Context: an optimization exercise on an open-source flow, tuned for small area. The choices shown serve that exercise and are no tape-out recipe. In this exercise RTL edits were held to simulation tests only and were not proved equivalent to the original. No driver is modelled on the clock port, so clocking that relies on it looks cheaper here than on a real chip. Power and IR drop assume default switching activity.

Setup of wip/quartz:
## regfile_mp
module regfile_mp #(
    parameter int DATA_W  = 32,
    parameter int ADDR_W  = 5,
    parameter int NRD     = 2,
    parameter int NWR     = 2,
    parameter int ZERO_R0 = 1,
    parameter int DBG_IDX = 3
) (
    input  logic                  clk,
    input  logic                  rst_n,
    input  logic                  stall,
    input  logic [NRD*ADDR_W-1:0] raddr,
    output logic [NRD*DATA_W-1:0] rdata,
    input  logic [NWR-1:0]        wen,
    input  logic [NWR*ADDR_W-1:0] waddr,
    input  logic [NWR*DATA_W-1:0] wdata,
    output logic [DATA_W-1:0]     dbg_val,
    output logic                  wr_conflict
);
    localparam int DEPTH = 32;
    localparam int DBG   = 3;
    logic [4:0]  wa0, wa1, ra0, ra1;
    logic [31:0] wd0, wd1;
    assign wa0 = waddr[4:0];
    assign wa1 = waddr[9:5];
    assign ra0 = raddr[4:0];
    assign ra1 = raddr[9:5];
    assign wd0 = wdata[31:0];
    assign wd1 = wdata[63:32];
    logic [DEPTH-1:0] s0, s1, hd, we;
    genvar g;
    generate
        for (g = 0; g < DEPTH; g++) begin : g_dec
            if (g == 0) begin : g_zero
                assign s0[g] = 1'b0;
                assign s1[g] = 1'b0;
            end else begin : g_nz
                assign s0[g] = wen[0] && (wa0 == 5'(g));
                assign s1[g] = wen[1] && (wa1 == 5'(g)) && !s0[g];
            end
  ...
Size: about 45,000 um^2 of cells after synthesis.
Settings: LEC_CHECK=0, CAP_MARGIN=20, CELL_PAD_IN_SITES_DETAIL_PLACEMENT=1, CELL_PAD_IN_SITES_GLOBAL_PLACEMENT=2, CORE_MARGIN=2, CORE_UTILIZATION=40, GPL_TIMING_DRIVEN=0, PLACE_DENSITY=0.65, SLEW_MARGIN=20; clock period 5.0 ns.
standard.sh (not shown) runs the stock make flow with config.mk's settings and CLKGATE_MAP_FILE= SYNTH_SCRIPT=/design/flow/synth_recipe.tcl, a recipe that flattens the netlist after the stock synthesis.
==> flow/flow/run.sh <==
#!/bin/bash
# Layout flow: the standard synthesis, then the combinational logic is replaced by a
# hand-mapped netlist (flow/gen_netlist.py) that keeps the standard synthesis's flip-flops
# (same instance names and cell types) and has its own buffer on every port; then the standard flow's
# standard layout from that netlist, with a lighter clock tree (no dummy loads, smaller
# buffers; flow/clk_leaf_fix.tcl upsizes the leaf buffers with the slowest clock-pin slews;
# flow/small_bufs.tcl keeps repair_design to small buffers).
set -euo pipefail
R=orfs/results/sky130hd/regfile_mp/base
bash standard.sh synth > synth_standard.log 2>&1
cp $R/1_2_yosys.v std_1_2_yosys.v
python3 flow/gen_netlist.py gen_netlist.v std_1_2_yosys.v > gen_netlist.log 2>&1
cp gen_netlist.v $R/1_2_yosys.v
rm -f $R/1_synth.odb $R/1_synth.sdc
bash standard.sh finish DONT_BUFFER_PORTS=1 POST_CTS_TCL=$PWD/flow/clk_leaf_fix.tcl \
  PRE_RESIZE_TCL=$PWD/flow/small_bufs.tcl PRE_GLOBAL_ROUTE_TCL=$PWD/flow/small_bufs.tcl \
  "CTS_ARGS=-sink_clustering_enable -repair_clock_nets -dont_use_dummy_load -buf_list sky130_fd_sc_hd__clkbuf_8 -sink_clustering_size 16 -sink_clustering_max_diameter 80" \
  > layout_standard.log 2>&1
==> flow/flow/small_bufs.tcl <==
# PRE_RESIZE / PRE_GLOBAL_ROUTE hook: let repair_design buffer long nets with
# small buffers only (buf_1..buf_4), which are enough for every net here.
set_dont_use [get_lib_cells {*/sky130_fd_sc_hd__buf_6 */sky130_fd_sc_hd__buf_8 */sky130_fd_sc_hd__buf_12 */sky130_fd_sc_hd__buf_16 */sky130_fd_sc_hd__bufbuf_8 */sky130_fd_sc_hd__bufbuf_16}]
puts "small_bufs: large buffers set dont_use for repair"
Other scripts of this flow, unchanged in this note and not shown: flow/flow/clk_leaf_fix.tcl, flow/flow/gen_netlist.py
What wip/umber does differently from wip/quartz at the input level:
- PLACE_DENSITY now 0.6, was 0.65
- CORE_UTILIZATION now 35, was 40
## What came out
Relative to wip/quartz, global-route usage has decreased by 4.5 points in wip/umber. Looking at number of non-clock buffers in the layout, wip/umber sits 2 higher than wip/quartz does. Going from wip/quartz to wip/umber, number of placed instances, taps included grows by 164. Wire length of the first global-routing pass for wip/umber: 8100 um up relative to wip/quartz. Delta(worst setup slack, wip/umber - wip/quartz) > 0. Detailed route, wip/umber vs wip/quartz: via total lower for wip/umber. Initial standard-cell utilization of the core for wip/umber: 4.9 points down relative to wip/quartz. Taking wip/quartz as the reference, in wip/umber number of standard cells in the final layout excluding fillers saw an increase, via count of the first global-routing pass saw a decrease, design area saw an increase. Status: net load switching power parity (wip/quartz, wip/umber).
The following lists how wip/tundra was set up differently from wip/umber:
- a change of CORE_UTILIZATION from 35 to 45
- a change of PLACE_DENSITY from 0.6 to 0.7
Notes after the runs:
- Top achievable clock speed: wip/umber and wip/tundra compared, higher one is wip/umber
- A endpoint of the worst setup timing path of rd_q[0][21] is what wip/tundra shows, while rd_q[1][5] belongs to wip/umber.
- Summary of wip/tundra over wip/umber: number of non-filler instances in the completed layout lost 365, final cell area excluding filler cells lost 1.3%.
- The total routing resource utilization after global routing number comes out lower for wip/umber vs wip/tundra.
- Looking at wip/umber and wip/tundra, the count of mapped cells out of synthesis is a wash.
--- input diff wip/tundra..wip/lagoon ---
- CORE_UTILIZATION: 45 -> 35
- PLACE_DENSITY: 0.7 -> 0.6
--- a/flow/flow/run.sh
+++ b/flow/flow/run.sh
@@ -6,2 +6 @@
-# buffers; flow/clk_leaf_fix.tcl upsizes the leaf buffers with the slowest clock-pin slews;
-# flow/small_bufs.tcl keeps repair_design to small buffers).
+# buffers; flow/clk_leaf_fix.tcl upsizes the leaf buffers with the slowest clock-pin slews).
@@ -16 +14,0 @@
-  PRE_RESIZE_TCL=$PWD/flow/small_bufs.tcl PRE_GLOBAL_ROUTE_TCL=$PWD/flow/small_bufs.tcl \
removed: flow/flow/small_bufs.tcl
[summary]
On wip/lagoon: total length of routed wires is about 7% higher than what wip/tundra gave.
wip/lagoon ends up with a layout cell share with drive strength beyond 1 that is 0.15 points higher than in wip/tundra.
Compared with wip/tundra, wip/lagoon shows HPWL after detailed placement higher by 12,000 um.
Comparing hold slack for wip/tundra and wip/lagoon, the smaller number came from wip/lagoon.
Against wip/tundra as the reference, wip/lagoon delivers a higher worst-margin pin slew.
Diff wip/tundra -> wip/lagoon | number of antenna violations at the first check in global routing | increase of 5

[what the ideal ports hide]
In the flow no input, the clock included, has a driving cell. The finished layouts below were timed again as built, in two steps. Step 1 (the two cells are an assumption about what drives the block):
set clk [get_ports {clk}]
set_driving_cell -lib_cell sky130_fd_sc_hd__clkbuf_16 $clk
set_driving_cell -lib_cell sky130_fd_sc_hd__buf_2 [delete_from_list [all_inputs] $clk]
Step 2, shift: input delay + t, output delay - t, t = (earliest + latest rising clock arrival at the registers) / 2. This alone moves slack from input paths to output paths. a / b / c = ideal / step 1 / step 2; a / b = the first two.
run | t, ns | setup WS [ns] | worst setup path after step 2 | worst slew at a driven data input, ns | pins driven straight from the clock port
wip/quartz | 0.871 | 0.900 / 0.952 / 0.081 | input to register | 0.06 | 1
wip/umber | 0.898 | 0.972 / 1.005 / 0.107 | input to register | 0.12 | 1
wip/tundra | 0.853 | 0.907 / 0.955 / 0.103 | input to register | 0.06 | 1
wip/lagoon | 0.912 | 0.899 / 0.960 / 0.047 | input to register | 0.11 | 1
After both steps every run listed still meets setup and hold. The setup slack of wip/umber, which loses most, moves by +0.033 ns with the drivers and by -0.865 ns with both steps.
